Source: an optimization exercise on an open RTL-to-GDS flow (aim: small area). Production flows keep margins and buffers that such runs may drop.
Where RTL was checked, it was by simulation tests only, not by an equivalence proof against the original.
The RTL of run 3 was laid out without a check of its function.
Power and IR drop assume default switching activity.

==> design.v <==
module data_memory_responder #(
  parameter logic [31:0] BASE_ADDR = 32'd1024,
  parameter int unsigned DEPTH     = 64,
  parameter int unsigned LATENCY   = 2     
) (
  input  logic        clk,
  input  logic        rst,
  input  logic        MEM_R_EN,
  input  logic        MEM_W_EN,
  input  logic [31:0] addr,
  input  logic [31:0] write_val,
  output logic [31:0] read_val,
  output logic        ready,
  output logic        err
);
  logic        s0, s1;
  logic [5:0]  rot;
  logic [1:0]  ck;           
  logic        cdone;        
  logic [5:0]  idx_q;
  logic        wr_q, rd_q;
  logic [31:0] buf_q;        
  logic        bad_q;        
  logic [31:0] rv_q;
  logic [63:0][31:0] ring;
  logic [63:0][31:0] ring_d;
  logic        idle;
  logic [31:0] off;
  logic        a_ok, live_wr, live_rd;
  logic [5:0]  widx, cur;
  logic        wr_ok, rd_ok;
  logic [31:0] wdat;
  logic [15:0] ps, psn;
  logic [63:0] rs;
  logic        hit, clr, bad, commit, take;
  logic [1:0]  dclr;
  logic [31:0] pa, pb, full, bk, rv_d;
  logic        hold, busy, ldw, ldr;
  assign idle    = ~s0 & ~s1;
  assign off     = addr - BASE_ADDR;
  assign a_ok    = (off[31:8] == 24'd0) && (off[1:0] == 2'd0);
  assign live_wr = MEM_W_EN & ~MEM_R_EN & a_ok;
  assign live_rd = MEM_R_EN & ~MEM_W_EN & a_ok;
  assign widx    = idle ? off[7:2] : idx_q;
  assign wr_ok   = idle ? live_wr : wr_q;
  assign rd_ok   = idle ? live_rd : rd_q;
  assign busy    = ~idle;
  assign cur     = widx + rot;
  assign clr     = ~cdone;
  logic [5:0] curn;
  logic [7:0] dh, dl;
  for (genvar i = 0; i < 6; i++) begin : g_cn
    dmr_inv u_i (.a(cur[i]), .y(curn[i]));
  end
  for (genvar i = 0; i < 8; i++) begin : g_pd
    dmr_and3 u_h (.a(i[2] ? cur[5] : curn[5]), .b(i[1] ? cur[4] : curn[4]), .c(i[0] ? cur[3] : curn[3]),
                  .y(dh[i]));
    dmr_and3 u_l (.a(i[2] ? cur[2] : curn[2]), .b(i[1] ? cur[1] : curn[1]), .c(i[0] ? cur[0] : curn[0]),
                  .y(dl[i]));
  end
  for (genvar j = 0; j < 16; j++) begin : g_psd
    localparam int Q = (4 * j + 63) % 64;
    dmr_and3 u_p (.a(wr_ok), .b(dh[Q / 8]), .c(dl[Q % 8]), .y(ps[j]));
    dmr_nor2 u_n (.a(ps[j]), .b(clr), .y(psn[j]));
  end
  for (genvar p = 0; p < 64; p++) begin : g_rsd
    if (p % 3 == 0) begin : g_t
      dmr_and2 u_r (.a(dh[p / 8]), .b(dl[p % 8]), .y(rs[p]));
    end else begin : g_n
      assign rs[p] = 1'b0;
    end
  end
  assign hit  = |(rs & 64'h9249249249249249);
  assign dclr = ck + ~cur[1:0];
  assign bad  = hit & clr & (dclr >= ck);
  for (genvar k = 0; k < 64; k++) begin : g_pos
    if (k % 4 == 0) begin : g_w
      for (genvar b = 0; b < 32; b++) begin : g_b
        dmr_ao22 u_g (.a1(ps[k / 4]), .a2(wdat[b]), .b1(psn[k / 4]), .b2(ring[(k + 63) % 64][b]),
                      .y(ring_d[k][b]));
      end
    end else begin : g_t
      assign ring_d[k] = ring[k - 1];
    end
  end
  logic [31:0] t [8];
  for (genvar b = 0; b < 32; b++) begin : g_rd
    dmr_aoi222 u_0 (.a1(rs[0]), .a2(ring[0][b]), .b1(rs[3]), .b2(ring[3][b]), .c1(rs[6]), .c2(ring[6][b]), .y(t[0][b]));
    dmr_aoi222 u_1 (.a1(rs[9]), .a2(ring[9][b]), .b1(rs[12]), .b2(ring[12][b]), .c1(rs[15]), .c2(ring[15][b]), .y(t[1][b]));
    dmr_aoi222 u_2 (.a1(rs[18]), .a2(ring[18][b]), .b1(rs[21]), .b2(ring[21][b]), .c1(rs[24]), .c2(ring[24][b]), .y(t[2][b]));
    dmr_aoi222 u_3 (.a1(rs[27]), .a2(ring[27][b]), .b1(rs[30]), .b2(ring[30][b]), .c1(rs[33]), .c2(ring[33][b]), .y(t[3][b]));
    dmr_aoi222 u_4 (.a1(rs[36]), .a2(ring[36][b]), .b1(rs[39]), .b2(ring[39][b]), .c1(rs[42]), .c2(ring[42][b]), .y(t[4][b]));
    dmr_aoi222 u_5 (.a1(rs[45]), .a2(ring[45][b]), .b1(rs[48]), .b2(ring[48][b]), .c1(rs[51]), .c2(ring[51][b]), .y(t[5][b]));
    dmr_aoi222 u_6 (.a1(rs[54]), .a2(ring[54][b]), .b1(rs[57]), .b2(ring[57][b]), .c1(rs[60]), .c2(ring[60][b]), .y(t[6][b]));
    dmr_nand2 u_7 (.a(rs[63]), .b(ring[63][b]), .y(t[7][b]));
    dmr_nand4 u_pa (.a(t[0][b]), .b(t[1][b]), .c(t[2][b]), .d(t[3][b]), .y(pa[b]));
    dmr_nand4 u_pb (.a(t[4][b]), .b(t[5][b]), .c(t[6][b]), .d(t[7][b]), .y(pb[b]));
    dmr_ao22 u_bk (.a1(ldw), .a2(write_val[b]), .b1(busy), .b2(buf_q[b]), .y(bk[b]));
    dmr_a221o u_bd (.a1(ldr), .a2(pa[b]), .b1(ldr), .b2(pb[b]), .c1(bk[b]), .y(wdat[b]));
    dmr_or3 u_full (.a(pa[b]), .b(pb[b]), .c(buf_q[b]), .y(full[b]));
    dmr_ao22 u_rv (.a1(take), .a2(full[b]), .b1(hold), .b2(rv_q[b]), .y(rv_d[b]));
  end
  assign commit = s0 & s1 & rd_q;
  assign take   = commit & ~bad & ~bad_q;
  assign hold   = ~commit;
  assign ldw    = idle & MEM_W_EN;
  assign ldr    = idle ? ~MEM_W_EN : ~wr_q;
  always_ff @(posedge clk or posedge rst) begin
    if (rst) begin
      s0    <= 1'b0;
      s1    <= 1'b0;
      rot   <= 6'd0;
      ck    <= 2'd0;
      cdone <= 1'b0;
      rv_q  <= 32'd0;
    end else begin
      s0    <= ~s1 & (s0 | MEM_R_EN | MEM_W_EN);
      s1    <= s0;
      rot   <= rot + 6'd1;
      ck    <= ck + 2'd1;
      cdone <= cdone | (ck == 2'd3);
      rv_q  <= rv_d;
    end
  end
  always_ff @(posedge clk) begin
    idx_q <= widx;
    wr_q  <= wr_ok;
    rd_q  <= rd_ok;
    buf_q <= wdat;
    bad_q <= bad | (~idle & bad_q);
    ring  <= ring_d;
  end
  assign read_val = rv_q;
  assign ready    = s1 & ~s0;
  assign err      = ~(wr_q | rd_q);
endmodule
module dmr_ao22 (input logic a1, input logic a2, input logic b1, input logic b2, output logic y);
  assign y = (a1 & a2) | (b1 & b2);
endmodule
module dmr_nand4 (input logic a, input logic b, input logic c, input logic d, output logic y);
  assign y = ~(a & b & c & d);
endmodule
module dmr_inv (input logic a, output logic y);
  assign y = ~a;
endmodule
module dmr_and2 (input logic a, input logic b, output logic y);
  assign y = a & b;
endmodule
module dmr_and3 (input logic a, input logic b, input logic c, output logic y);
  assign y = a & b & c;
endmodule
module dmr_nor2 (input logic a, input logic b, output logic y);
  assign y = ~(a | b);
endmodule
module dmr_nand2 (input logic a, input logic b, output logic y);
  assign y = ~(a & b);
endmodule
module dmr_a221o (input logic a1, input logic a2, input logic b1, input logic b2, input logic c1,
                  output logic y);
  assign y = (a1 & a2) | (b1 & b2) | c1;
endmodule
module dmr_or3 (input logic a, input logic b, input logic c, output logic y);
  assign y = a | b | c;
endmodule
module dmr_aoi222 (input logic a1, input logic a2, input logic b1, input logic b2,
                   input logic c1, input logic c2, output logic y);
  assign y = ~((a1 & a2) | (b1 & b2) | (c1 & c2));
endmodule
==> flow/run.sh <==
#!/bin/bash
# The standard layout (standard.sh), with two changes: clock tree synthesis
# without dummy loads, and the smallest buffer on the ports.
set -euo pipefail
export CTS_ARGS="-sink_clustering_enable -repair_clock_nets -sink_clustering_size 10 -sink_clustering_max_diameter 40 -buf_list sky130_fd_sc_hd__clkbuf_4 -dont_use_dummy_load"
export BUFFER_PORTS_ARGS="-buffer_cell sky130_fd_sc_hd__buf_1"
bash standard.sh > standard.log 2>&1
==> standard.sh <==
#!/bin/bash
# synth_recipe.tcl (not shown) runs the flow's synth.tcl, then flattens the netlist and writes it again
# the make line also repeats each setting of config.mk as NAME=value (left out here)
make -C /OpenROAD-flow-scripts/flow DESIGN_CONFIG=/design/flow/config.mk WORK_HOME=/design/flow/orfs CLKGATE_MAP_FILE= SYNTH_SCRIPT=/design/flow/synth_recipe.tcl "${@:-finish}"
==> config.mk <==
export PLATFORM = sky130hd
export DESIGN_NAME = data_memory_responder
export DESIGN_NICKNAME = data_memory_responder
export VERILOG_FILES = /design/flow/design.v
export SDC_FILE = /design/flow/constraint.sdc
export NUM_CORES = 4
export LEC_CHECK = 0
export CAP_MARGIN = 10
export CORE_MARGIN = 2
export CORE_UTILIZATION = 75
export PLACE_DENSITY = 0.85
export SLEW_MARGIN = 10
export SYNTH_HIERARCHICAL = 1
export SYNTH_MINIMUM_KEEP_SIZE = 0
==> constraint.sdc <==
create_clock -name core_clock -period 10.0 [get_ports {clk}]
set_input_delay 2.0000 -clock core_clock [delete_from_list [all_inputs] [get_ports {clk}]]
set_output_delay 2.0000 -clock core_clock [all_outputs]
set_load 0.01 [all_outputs]
==> results.cfg, run 1 <==
[placement]
placed_cell_area_um2 = 54400
io_buffer_count = 101
gp_congestion = 0.8865
place_hpwl_mm = 80.75
pre_cts_slack_ps = 2930

[sta]
hold-worst-slack_ps = 276.0
finalHoldViolCount = 0
fin_ws_ps = 3640
min_period_ps = 6360
rsz0062_at_grt = no
worstMarginPinSlew_ps = 1344
slew_viol_final = 0
finClkSkew_ps = 82.90
fin_crit_sh = 0.6360
setup-violations-final = 0
slew_headroom = 0.1016
tns_ps = 0
max_freq_ghz = 0.1572

[cts]
clk_path_buf_depth = 3
cts_tree = yes
cts_sinks = 2132
postCtsResizedCells = 0
cts_hold_buf = 0
clk_pin_slew_worst_paths_ps = 110
clockRootBuffer = clkbuf_4
htreeDepth = 4
post-cts-setup-buffer-count = 0
insertion_delay_ps = 1140
cts_buffers = 232

[finish]
area_delta_synth_final_pct = 7.422
final_layout_size_suffix_gt1_frac = 0.09461
filler_cell_count = 3435
nets = 3717
stdcell_area_um2 = 56210

[synthesis]
synth_edf_count = 1
syn_nets = 3337
synth_area_leader_cell = dfxtp_1
yosys_warnings = 8
ys_types = 37
synth_ff_type = dfxtp_1
ys_seq_area_frac = 0.8199
ys_top_cells_by_area = dfxtp_1, a22o_1, a222oi_1
syn_inst = 3258
ys_ff_latch = 2132
syn_area_um2 = 52330
synth.avg_cell_area_um2 = 16.06
async_flop_share = 0.02017
synth_top_area_share = 0.7988

[drt]
drcViolationCount = 0
routed_wl_mm = 139.2
via_per_inst = 6.823
drtIter0Drc = 5023
vias = 31230
ant_nets = 0
wl_per_cell_um = 30.41
drtPass1Iterations = 9

[setup_path]
r2r-start = s1
reg2reg_depth = 18
critPathArrivalTime_ps = 7390
rr_endpoint = rv_q[16]
cp_max_fo = 39
cpMostUsedCell = buf_4
worstPathRequired_ps = 11030
critPathMaxStageDelay_ps = 900
critPathSlowestCell = nor3_2
path_class = reg2reg
rrSetupSlack_ps = 3640
startpoint_type = flip-flop
crit_path_end_kind = flip-flop
path_cells = nor2_1 -> clkinv_1 -> buf_4 -> mux2_2 -> ha_1 -> a21oi_1 -> o21ai_0 -> xor3_1 -> inv_1 -> and3_1 -> and2_2 -> buf_4 -> or4_1 -> nor3_1 -> a221oi_1 -> nor3_2 -> buf_4 -> a22o_1

[power]
pwr-share-comb = 0.119
ir_drop_v = 0.0001425
p_sw_frac = 0.2738
power.total_uw = 13930
clockPowerShare = 0.252
power_switching_uw = 3813
power_frac_seq = 0.629
power.density_nw_per_um2 = 247.8
intPower_uw = 10110
p_leak_uw = 0.02220

[hold_path]
hold_path.startpoint = ring[652]
whs_path_depth = 0
min_path_type = reg2reg
hold_end = ring[684]

[floorplanning]
die_x_um = 268.1
ios = 102
dieArea_um2 = 71900
rows = 96
die_h_um = 268.1
start_util = 0.7603
core_area_um2 = 68830

[grt]
grt.overflow.total = 0
gr-usage-met1 = 0.5113
antenna_found_initial = 3
grt_use_met2 = 0.5813
grt_max_degree = 65
grt_usage = 0.3872
grt_pass1_vias = 31978
grt_first_pass_wirelength_mm = 202.4
use_met3 = 0.1058
globalRoute.busiestLayer = met2

[job]
drv_cap = 0

[run_status]
outcome = timing/DRC/antenna clean
## critical path, delay by kind of cell, from the launching register on
| family | cells | cell delay (ps) |
|---|---|---|
| buffers and inverters | 5 | 1620 |
| flip-flops | 1 | 430 |
| multiplexers | 1 | 430 |
| AND/OR/NAND/NOR | 6 | 2280 |
| adder cells (fa/ha/maj) | 1 | 320 |
| AO/OA/AOI/OAI | 4 | 760 |
| XOR/XNOR | 1 | 430 |
## sequential cells by signal (all words and copies together) (netlist names)
signal	cells
rot	6
ck	2
ring	2048
idx_q	6
s0	1
s1	1
rv_q	32
buf_q	32
bad_q	1
cdone	1
rd_q	1
wr_q	1
## metrics by stage
stage                       util  std cells
after floorplan                -       3258
after global placement    0.7901       4332
after detailed placement  0.7904       4333
after CTS                 0.8157       4565
after global routing      0.8167       4576
final                     0.8168       4577
## per-module statistics from Yosys (local to each module, per instance), a selection
module	cells	cell area, um2	flops+latches
data_memory_responder	2222	43580	2132
dmr_aoi222	1	10.01	0
dmr_a221o	1	10.01	0
dmr_ao22	1	8.758	0
dmr_and3	1	6.256	0
dmr_and2	1	6.256	0
dmr_nand4	1	6.256	0
dmr_nor2	1	3.754	0
dmr_nand2	1	3.754	0
## per-layer routing
layer	share of wire	up-vias
li1	-	13096
met2	0.44	2366
met3	0.12	505
met5	0	-
met4	0.056	0
met1	0.38	15263
## final cells by class
class,instances,area (um2),area share
tap,931,1165,0.02072
antenna,10,25.02,0.0004452
inverter,19,71.32,0.001269
clock buffer,232,1742,0.03098
sequential,2132,42910,0.7633
multi-input combinational,1107,9543,0.1698
timing repair buffer,146,762.0,0.01356
## power by group through the flow
stage / Sequential, uW / Combinational (uW) / Clock, uW
2_1_floorplan: 8950 / 820 / 0
3_3_place_gp: 8940 / 1520 / 0
3_5_place_dp: 8950 / 1580 / 0
4_1_cts: 8750 / 1590 / 3500
5_1_grt: 8780 / 1690 / 3840
6_report: 8760 / 1660 / 3510
## cell families after synthesis
group / count (synthesis) / synth area share
buffers and inverters: 19 / 0.001363
AND/OR/NAND/NOR: 236 / 0.02570
adder cells (fa/ha/maj): 11 / 0.002917
multiplexers: 6 / 0.001291
flip-flops: 2132 / 0.8199
AO/OA/AOI/OAI: 844 / 0.1469
XOR/XNOR: 10 / 0.001961
## worst max-delay path by stage
stage | slack, ps | cells after the start | endpoint | from
6_report | 3640 | 18 | rv_q[16] | s1
2_1_floorplan | 3130 | 14 | rv_q[0] | addr[3]
3_5_place_dp | 2930 | 17 | rv_q[16] | addr[3]
4_1_cts | 3730 | 18 | rv_q[16] | s0
5_1_grt | 3460 | 18 | rv_q[16] | s0
3_3_place_gp | 2980 | 17 | rv_q[26] | addr[3]
## cells in the final DEF, fill, tap and decap left out, types with 2 or more instances in the layout
master / count
a22o_1: 576
or3_1: 33
and2_2: 23
nor2_4: 16
nand4_1: 65
diode_2: 10
clkbuf_4: 232
buf_4: 42
inv_1: 17
nor3_1: 3
and3_1: 17
a222oi_1: 224
a21o_1: 3
nor2_1: 3
buf_12: 2
ha_1: 9
and3_2: 16
or4_1: 2
nand3_1: 3
nor4_1: 10
mux2_2: 6
nand2_1: 36
buf_1: 101
a21oi_1: 3
fa_1: 2
dfxtp_1: 2088
and4_1: 2
xnor2_1: 8
dfrtp_1: 43
a221o_1: 32
## cells in the mapped netlist (18+ instances only)
cell	count
dfxtp_1	2088
a22o_1	576
a222oi_1	224
nand4_1	65
dfrtp_1	43
nand2_1	36
and3_1	33
or3_1	33
a221o_1	32
and2_1	23
nor2_1	19
inv_1	18
==> inputs of run 2 (changes only) <==
--- a/design.v
+++ b/design.v
@@ -36,3 +36,3 @@
   logic [1:0]  dclr;
-  logic [31:0] pa, pb, full, bk, rv_d;
+  logic [31:0] pa, pb, rv_d;
   logic        hold, busy, ldw, ldr;
@@ -67,3 +67,3 @@
     if (p % 3 == 0) begin : g_t
-      dmr_and2 u_r (.a(dh[p / 8]), .b(dl[p % 8]), .y(rs[p]));
+      dmr_and3 u_r (.a(dh[p / 8]), .b(dl[p % 8]), .c(ldr), .y(rs[p]));
     end else begin : g_n
@@ -94,9 +94,7 @@
     dmr_aoi222 u_6 (.a1(rs[54]), .a2(ring[54][b]), .b1(rs[57]), .b2(ring[57][b]), .c1(rs[60]), .c2(ring[60][b]), .y(t[6][b]));
-    dmr_nand2 u_7 (.a(rs[63]), .b(ring[63][b]), .y(t[7][b]));
+    dmr_aoi222 u_7 (.a1(rs[63]), .a2(ring[63][b]), .b1(ldw), .b2(write_val[b]), .c1(busy), .c2(buf_q[b]), .y(t[7][b]));
     dmr_nand4 u_pa (.a(t[0][b]), .b(t[1][b]), .c(t[2][b]), .d(t[3][b]), .y(pa[b]));
     dmr_nand4 u_pb (.a(t[4][b]), .b(t[5][b]), .c(t[6][b]), .d(t[7][b]), .y(pb[b]));
-    dmr_ao22 u_bk (.a1(ldw), .a2(write_val[b]), .b1(busy), .b2(buf_q[b]), .y(bk[b]));
-    dmr_a221o u_bd (.a1(ldr), .a2(pa[b]), .b1(ldr), .b2(pb[b]), .c1(bk[b]), .y(wdat[b]));
-    dmr_or3 u_full (.a(pa[b]), .b(pb[b]), .c(buf_q[b]), .y(full[b]));
-    dmr_ao22 u_rv (.a1(take), .a2(full[b]), .b1(hold), .b2(rv_q[b]), .y(rv_d[b]));
+    dmr_or2 u_bd (.a(pa[b]), .b(pb[b]), .y(wdat[b]));
+    dmr_ao22 u_rv (.a1(take), .a2(wdat[b]), .b1(hold), .b2(rv_q[b]), .y(rv_d[b]));
   end
@@ -145,5 +143,2 @@
 endmodule
-module dmr_and2 (input logic a, input logic b, output logic y);
-  assign y = a & b;
-endmodule
 module dmr_and3 (input logic a, input logic b, input logic c, output logic y);
@@ -154,11 +149,4 @@
 endmodule
-module dmr_nand2 (input logic a, input logic b, output logic y);
-  assign y = ~(a & b);
-endmodule
-module dmr_a221o (input logic a1, input logic a2, input logic b1, input logic b2, input logic c1,
-                  output logic y);
-  assign y = (a1 & a2) | (b1 & b2) | c1;
-endmodule
-module dmr_or3 (input logic a, input logic b, input logic c, output logic y);
-  assign y = a | b | c;
+module dmr_or2 (input logic a, input logic b, output logic y);
+  assign y = a | b;
 endmodule
==> run 2 against run 1 <==
Still clean on timing, DRC and antenna; fmax rose by 7.9%; power rose by 0.10%; synthesized cell count fell by 2.0%; critical path type is now in2reg.
==> results.cfg, run 2 <==
[setup_path]
startpoint_type = input port
critPathMaxStageDelay_ps = 910
critical_path_buf_inv_count = 3
reg2reg_depth = 15
rrSetupSlack_ps = 4120
path_class = in2reg
worstPathRequired_ps = 11000
crit_path_end_kind = flip-flop
path_cells = buf_1 -> mux2_2 -> ha_1 -> a21o_1 -> a21oi_1 -> o21ai_0 -> xor3_1 -> inv_1 -> and3_1 -> and3_1 -> buf_4 -> a222oi_1 -> nand4_1 -> or2_1 -> a22o_1
cp_max_fo = 23
rr_endpoint = ring[131]
cpMostUsedCell = and3_1
r2r-start = s0
crit_family = simple AND/OR/NAND/NOR gates
critPathSlowestCell = or2_1
critPathArrivalTime_ps = 6900

[hold_path]
hold_path.startpoint = ring[1489]
hold_end = ring[1521]
whs_path_depth = 0
min_path_type = reg2reg

[finish]
layout_common_cells = dfxtp_1, a22o_1, a222oi_1
regArea_um2 = 42910
largestRegisters = ring: 2048 flops, buf_q: 32 flops, rv_q: 32 flops
area_delta_synth_final_pct = 7.286
final_common_cell = dfxtp_1
filler_cell_count = 3477
final_layout_size_suffix_gt1_frac = 0.09165
largest_reg_flops = 2048
stdcell_area_um2 = 55710
regMostFlops = ring
nets = 3649
multi_input_area_um2 = 9116

[synthesis]
synth_edf_count = 1
synth_ff_type = dfxtp_1
synth_area_leader_cell = dfxtp_1
synth_top_family_by_area = compound AO/OA/AOI/OAI gates
synthAdderAreaFrac = 0.002939
syn_nets = 3273
synth.most_common_cell = dfxtp_1
syn_inst = 3194
ys_top_cells_by_area = dfxtp_1, a22o_1, a222oi_1
netlist_top_cells_count = dfxtp_1, a22o_1, a222oi_1
yosys_warnings = 8
async_flop_share = 0.02017
synth_top_area_share = 0.8049
synth.avg_cell_area_um2 = 16.26
muxShareOfSynthArea = 0.001301
synth_xor_area_frac = 0.001976
synth_compound_area_frac = 0.1426
syn_area_um2 = 51930
ys_types = 37
ys_ff_latch = 2132
synth_simple_gate_area_frac = 0.02359
ys_seq_area_frac = 0.8262

[drt]
drtIter0Drc = 4950
drtPass1Iterations = 9
via_per_inst = 6.803
ant_nets = 0
wl_per_cell_um = 30.05
vias = 30622
routed_wl_mm = 135.3
drcViolationCount = 0

[sta]
slew_headroom = 0.07117
finalHoldViolCount = 0
fin_crit_sh = 0.5893
rsz0062_at_grt = no
finClkSkew_ps = 76.40
min_period_ps = 5893
worstMarginPinSlew_ps = 1390
slew_viol_final = 0
tns_ps = 0
max_freq_ghz = 0.1697
fin_ws_ps = 4107
setup-violations-final = 0

[grt]
grt_pass1_vias = 31402
grt_usage = 0.3797
antenna_found_initial = 11
grt_max_degree = 44
grt.overflow.total = 0
grt_first_pass_wirelength_mm = 198.0

[cts]
cts_hold_buf = 0
insertion_delay_ps = 1130
clockRootBuffer = clkbuf_4
cts_tree = yes
cts_sinks = 2132
postCtsResizedCells = 0
post-cts-setup-buffer-count = 0
htreeDepth = 4
clk_pin_slew_worst_paths_ps = 100
clk_path_buf_depth = 3
cts_buffers = 232

[job]
drv_cap = 0

[power]
power.density_nw_per_um2 = 250.2
ir_drop_v = 0.0001137
p_leak_uw = 0.02194

[run_status]
outcome = timing/DRC/antenna clean

[placement]
placed_cell_area_um2 = 53940
pre_cts_slack_ps = 3186
io_buffer_count = 101
gp_congestion = 0.8967
place_hpwl_mm = 77.43

[floorplanning]
die_x_um = 267.1
ios = 102
dieArea_um2 = 71360
rows = 96
die_h_um = 267.1
start_util = 0.7572
core_area_um2 = 68590
[run 2: kinds of logic after synthesis]
group,Yosys count
muxes,6
adders and majority gates,11
AOI/OAI and AO/OA,812
and+or+nand+nor,204
DFF,2132
xor gates and xnor gates,10
buffers and inverters,19
[run 2: through the flow]
| step | util | power [uW] | cells | hold WS (ps) |
|---|---|---|---|---|
| final | 0.8123 | 13940 | 4501 | 285.8 |
| after CTS | 0.8118 | 13850 | 4498 | 265.7 |
| after global routing | 0.8123 | 14320 | 4500 | 270.4 |
| after global placement | 0.7864 | 10460 | 4266 | 309.6 |
| after floorplan | - | 9719 | 3194 | 309.6 |
| after detailed placement | 0.7864 | 10530 | 4266 | 312.1 |
[run 2: report_power, final]
group          total, uW  leakage, uW  switching, uW  internal [uW]
clock               3490      0.00107           2430           1060
combinational       1700      0.00350           1350            351
sequential          8750       0.0174           86.4           8660
total              13900       0.0219           3860          10100
[run 2: area by class of cell]
cell class	count	share of cell area
antenna	2	0.00008983
clock buffer	232	0.03126
inverter	19	0.001303
multi-input combinational	1043	0.1636
sequential	2132	0.7701
tap	931	0.02091
timing repair buffer	142	0.01269
[run 2: Yosys stat by module (local to each module, per instance)]
module	times used	flip-flops and latches	cells inside	area, um2
data_memory_responder	1	2132	2222	43580
dmr_aoi222	256	0	1	10.01
dmr_ao22	544	0	1	8.758
dmr_and3	54	0	1	6.256
dmr_nand4	64	0	1	6.256
dmr_or2	32	0	1	6.256
dmr_inv	6	0	1	3.754
dmr_nor2	16	0	1	3.754
[run 2: layer usage]
metal  GRT usage  share of wire  vias up
met2      0.5717           0.44     2290
met5           0        0.00030        -
met3      0.1105           0.13      417
met4      0.1690          0.041        6
met1      0.5157           0.39    15087
li1            -              -    12822
[run 2: worst max path at each step]
stage | from | endpoint | slack (ps) | depth (start not counted)
3_5_place_dp | addr[3] | ring[387] | 3190 | 15
2_1_floorplan | addr[3] | rv_q[0] | 3110 | 14
5_1_grt | s0 | ring[131] | 4000 | 15
4_1_cts | s0 | ring[131] | 4290 | 15
3_3_place_gp | addr[3] | ring[1155] | 3320 | 15
6_report | addr[3] | ring[131] | 4110 | 15
==> inputs of run 3 (changes only) <==
==> design.v (replaced) <==
module data_memory_responder #(
  parameter logic [31:0] BASE_ADDR = 32'd1024,
  parameter int unsigned DEPTH     = 64,
  parameter int unsigned LATENCY   = 2     
) (
  input  logic        clk,
  input  logic        rst,
  input  logic        MEM_R_EN,
  input  logic        MEM_W_EN,
  input  logic [31:0] addr,
  input  logic [31:0] write_val,
  output logic [31:0] read_val,
  output logic        ready,
  output logic        err
);
  logic        s0, s1;
  logic [5:0]  rot;
  logic [5:0]  idx_q;
  logic        wr_q, rd_q;
  logic [31:0] wb_q;
  logic [32:0] cap_q;
  logic [31:0] rv_q;
  logic [63:0][31:0] ring;
  logic [63:0] vld;
  logic        idle;
  logic [31:0] off;
  logic        a_ok, live_wr, live_rd;
  logic [5:0]  widx, cur, wpos;
  logic        wr_ok, rd_ok;
  logic [31:0] wdat;
  logic [15:0] wsel;
  logic [32:0] pdata, full;
  logic        commit;
  assign idle    = ~s0 & ~s1;
  assign off     = addr - BASE_ADDR;
  assign a_ok    = (off[31:8] == 24'd0) && (off[1:0] == 2'd0);
  assign live_wr = MEM_W_EN & ~MEM_R_EN & a_ok;
  assign live_rd = MEM_R_EN & ~MEM_W_EN & a_ok;
  assign widx    = idle ? off[7:2] : idx_q;
  assign wr_ok   = idle ? live_wr : wr_q;
  assign rd_ok   = idle ? live_rd : rd_q;
  assign wdat    = idle ? write_val : wb_q;
  assign cur     = widx + rot;
  assign wpos    = cur + 6'd1;
  always_comb begin
    for (int j = 0; j < 16; j++)
      wsel[j] = wr_ok && (wpos == 6'(4 * j));
  end
  always_comb begin
    pdata = '0;
    for (int p = 0; p < 64; p += 3) begin
      if (cur == 6'(p))
        pdata = pdata | {vld[p], ring[p] ^ {32{~p[2]}}};
    end
  end
  assign full   = pdata | cap_q;
  assign commit = s0 & s1 & rd_q;
  always_ff @(posedge clk or posedge rst) begin
    if (rst) begin
      s0   <= 1'b0;
      s1   <= 1'b0;
      rot  <= 6'd0;
      rv_q <= 32'd0;
      vld  <= '0;
    end else begin
      s0   <= ~s1 & (s0 | MEM_R_EN | MEM_W_EN);
      s1   <= s0;
      rot  <= rot + 6'd1;
      if (commit)
        rv_q <= full[31:0] & {32{full[32]}};
      for (int k = 0; k < 64; k++) begin
        if (k % 4 == 0)
          vld[k] <= vld[(k + 63) % 64] | wsel[k / 4];
        else
          vld[k] <= vld[(k + 63) % 64];
      end
    end
  end
  always_ff @(posedge clk) begin
    idx_q <= widx;
    wr_q  <= wr_ok;
    rd_q  <= rd_ok;
    wb_q  <= wdat;
    cap_q <= pdata | (idle ? 33'd0 : cap_q);
    for (int k = 0; k < 64; k++) begin
      if (k % 4 == 0)
        ring[k] <= wsel[k / 4] ? (wdat ^ {32{~k[2]}}) : ~ring[(k + 63) % 64];
      else
        ring[k] <= ring[(k + 63) % 64];
    end
  end
  assign read_val = rv_q;
  assign ready    = s1 & ~s0;
  assign err      = ~(wr_q | rd_q);
endmodule
==> run.sh (new file) <==
#!/bin/bash
# synth_recipe.tcl (not shown) runs the flow's synth.tcl, then flattens the netlist and writes it again
# the make line also repeats each setting of config.mk as NAME=value (left out here)
make -C /OpenROAD-flow-scripts/flow DESIGN_CONFIG=/design/flow/config.mk WORK_HOME=/design/flow/orfs CLKGATE_MAP_FILE= SYNTH_SCRIPT=/design/flow/synth_recipe.tcl finish
--- a/config.mk
+++ b/config.mk
@@ -7,8 +7,5 @@
 export LEC_CHECK = 0
-export CAP_MARGIN = 10
+export CAP_MARGIN = 20
 export CORE_MARGIN = 2
-export CORE_UTILIZATION = 75
-export PLACE_DENSITY = 0.85
-export SLEW_MARGIN = 10
-export SYNTH_HIERARCHICAL = 1
-export SYNTH_MINIMUM_KEEP_SIZE = 0
+export CORE_UTILIZATION = 40
+export SLEW_MARGIN = 20
removed: flow/run.sh
removed: standard.sh
==> run 3 against run 2 <==
Still clean; clock skew decreased by 40 ps; clock-buffer cell count increased by 53; synthesized area increased by 12%; sequential share of layout area decreased by 11 points; core utilization decreased by 34 points; cell count increased by 49%; critical path type unchanged; critical endpoint is now rv_q[1]; largest cell class unchanged.
==> results.cfg, run 3 <==
[finish]
layout_common_cells = dfxtp_1, nand2_1, o21ai_0
largest_reg_flops = 2048
filler_cell_count = 12599
regArea_um2 = 45070
multi_input_area_um2 = 12210
final_common_cell = dfxtp_1
final_layout_size_suffix_gt1_frac = 0.1142
largestRegisters = ring: 2048 flops, vld: 64 flops, cap_q: 33 flops
nets = 4702
stdcell_area_um2 = 68690
area_delta_synth_final_pct = 18.00
regMostFlops = ring

[setup_path]
critical_path_buf_inv_count = 2
cp_max_fo = 22
critPathArrivalTime_ps = 7630
critPathSlowestCell = fa_2
crit_path_end_kind = flip-flop
crit_family = simple AND/OR/NAND/NOR gates
startpoint_type = input port
cpMostUsedCell = nand2_1
worstPathRequired_ps = 10740
critPathMaxStageDelay_ps = 1000
path_class = in2reg
path_cells = clkdlybuf4s50_1 -> nand2_1 -> nand2_1 -> ha_1 -> fa_2 -> and2_1 -> o211ai_1 -> nor2_4 -> buf_4 -> and3_2 -> a221oi_1 -> o2111ai_1 -> or4_1 -> o311a_1

[cts]
cts_sinks = 2225
post-cts-setup-buffer-count = 0
cts_hold_buf = 0
postCtsResizedCells = 0
cts_buffers = 200
cts_tree = yes
clk_path_buf_depth = 3
clockRootBuffer = clkbuf_16
htreeDepth = 4
clk_pin_slew_worst_paths_ps = 60
insertion_delay_ps = 830

[drt]
met3RoutedLength_mm = 14.44
drtPass1Iterations = 6
wl_per_cell_um = 26.19
via_per_inst = 5.221
vias = 35009
route.layer.met1.wl_mm = 77.53
top_layer_used = met5
drcViolationCount = 0
drtIter0Drc = 3831
routed_wl_mm = 175.7
ant_nets = 0
wl_met2_mm = 77.19

[floorplanning]
die_h_um = 385.5
dieArea_um2 = 148600
core_area_um2 = 144000
ios = 102
die_x_um = 385.5
rows = 139
start_util = 0.4042

[synthesis]
syn_nets = 4517
ys_seq_area_frac = 0.7743
ys_types = 83
synth_ff_type = dfxtp_1
syn_area_um2 = 58210
synth_compound_area_frac = 0.09247
ys_top_cells_by_area = dfxtp_1, dfrtp_1, mux2i_1
synth_top_area_share = 0.7291
synth_xor_area_frac = 0.001354
synth_area_leader_cell = dfxtp_1
muxShareOfSynthArea = 0.04471
synth.most_common_cell = dfxtp_1
syn_inst = 4442
yosys_warnings = 1
synth.avg_cell_area_um2 = 13.10
synth_edf_count = 1
synth_simple_gate_area_frac = 0.06403
async_flop_share = 0.04674
netlist_top_cells_count = dfxtp_1, nand2_1, o21ai_0
synthAdderAreaFrac = 0.001634
synth_top_family_by_area = compound AO/OA/AOI/OAI gates
ys_ff_latch = 2225

[power]
power.density_nw_per_um2 = 324.6
ir_drop_v = 0.0002638
p_leak_uw = 0.02654

[sta]
finalHoldViolCount = 0
finClkSkew_ps = 36.26
tns_ps = 0
slew_headroom = 0.1552
slew_viol_final = 0
fin_crit_sh = 0.6890
min_period_ps = 6890
worstMarginPinSlew_ps = 1266
rsz0062_at_grt = no
setup-violations-final = 0
max_freq_ghz = 0.1451

[run_status]
outcome = timing/DRC/antenna clean

[grt]
grt_usage = 0.2338
grt.overflow.total = 0
antenna_found_initial = 7
grt_first_pass_wirelength_mm = 246.6
grt_pass1_vias = 33662
grt_max_degree = 75

[placement]
io_buffer_count = 101
place_hpwl_mm = 107.0
placed_cell_area_um2 = 61750
gp_congestion = 0.8971

[job]
drv_cap = 0

[hold_path]
min_path_type = reg2reg
run 3: cell type report:
class / instances / area share
repair buffers: 220 / 0.02843
clock buffers: 285 / 0.08547
inverters: 43 / 0.002423
multi-input cells: 1937 / 0.1777
well taps: 1903 / 0.03466
diodes: 4 / 0.0001457
flip-flops and latches: 2225 / 0.6562
clock inverters: 89 / 0.01494
run 3: stage by stage:
step	util	hold WS [ps]	instances	setup slack [ps]	power, uW
detailed placement	0.4288	312.1	6327	2409	14480
finish	0.4770	297.9	6706	3110	22300
floorplan	-	309.6	4442	4767	11820
CTS	0.4767	296.3	6701	3211	22230
global route	0.4769	312.5	6702	2937	22870
global placement	0.4286	309.6	6326	2250	14430
run 3: path summary, 6_finish.rpt:
path | from | end | slack (ps) | depth (start not counted)
worst max-delay path | addr[2] | rv_q[1] | 3110 | 14
worst min-delay path | ring[1339] | ring[1371] | 300 | 0
worst max register to register | s0 | rv_q[1] | 3130 | 15
worst min register to register | ring[1339] | ring[1371] | 300 | 0
max in group asynchronous | rst | rv_q[31] | 7350 | 4
min in group asynchronous | rst | rot[5] | 1570 | 2
run 3: layer usage:
metal,vias to the layer above,global-route usage
met5,-,0
met1,17377,0.3285
met3,380,0.04390
met2,1641,0.3587
met4,2,0.08575
li1,15609,-
run 3: cell families (layout without fill, tap and decap cells):
family | after synthesis | after routing
other | 0 | 4
multiplexers | 260 | 260
flip-flops | 2225 | 2225
buffers and inverters | 280 | 637
XOR/XNOR | 9 | 9
AND/OR/NAND/NOR | 822 | 822
adder cells (fa/ha/maj) | 7 | 7
AO/OA/AOI/OAI | 839 | 839
run 3: where the power goes:
group	internal, uW	total, uW	switching (uW)
Clock	4530	7860	3330
Combinational	1300	5140	3840
Sequential	9110	9300	192
Total	14900	22300	7360
run 3: worst register-to-register path, stage by stage (launching register included):
cell and delay, ps:
dfrtp_1 540, or2_4 670, inv_1 270, nand2_1 140, nand2_1 180, ha_1 310, fa_2 1000, and2_1 460
o211ai_1 250, nor2_4 840, buf_4 530, and3_2 890, a221oi_1 220, o2111ai_1 170, or4_1 150, o311a_1 160

afterwards: timing with drivers on the ports:
No port has a modelled driver above. Below, the same layouts with a new extraction and two added sets of constraints.
Step 1 sets driving cells, clkbuf_16 on the clock port and buf_2 on the other inputs (assumed; they add their load-dependent delay and slew).
Step 2 also shifts input and output timing later by t, the mid clock arrival at the registers, as if the neighbouring blocks saw the same clock.
Slacks: ideal / step 1 / step 2; pairs: ideal / step 1.
run | shift t [ns] | setup WS [ns] | hold slack, ns | clock arrival spread, ns | pins driven straight from the clock port
run 1 | 1.175 | 3.640 / 3.640 / 2.830 | 0.276 / 0.276 / 0.276 | 0.106 / 0.107 | 1
run 2 | 1.149 | 4.107 / 4.119 / 3.002 | 0.286 / 0.286 / 0.286 | 0.086 / 0.086 | 1
run 3 | 0.895 | 3.110 / 3.130 / 2.275 | 0.298 / 0.298 / 0.298 | 0.041 / 0.041 | 1
After both steps setup and hold are still met in every run listed. The setup slack of run 2, which loses most, moves by +0.012 ns with the drivers and by -1.105 ns with both steps.
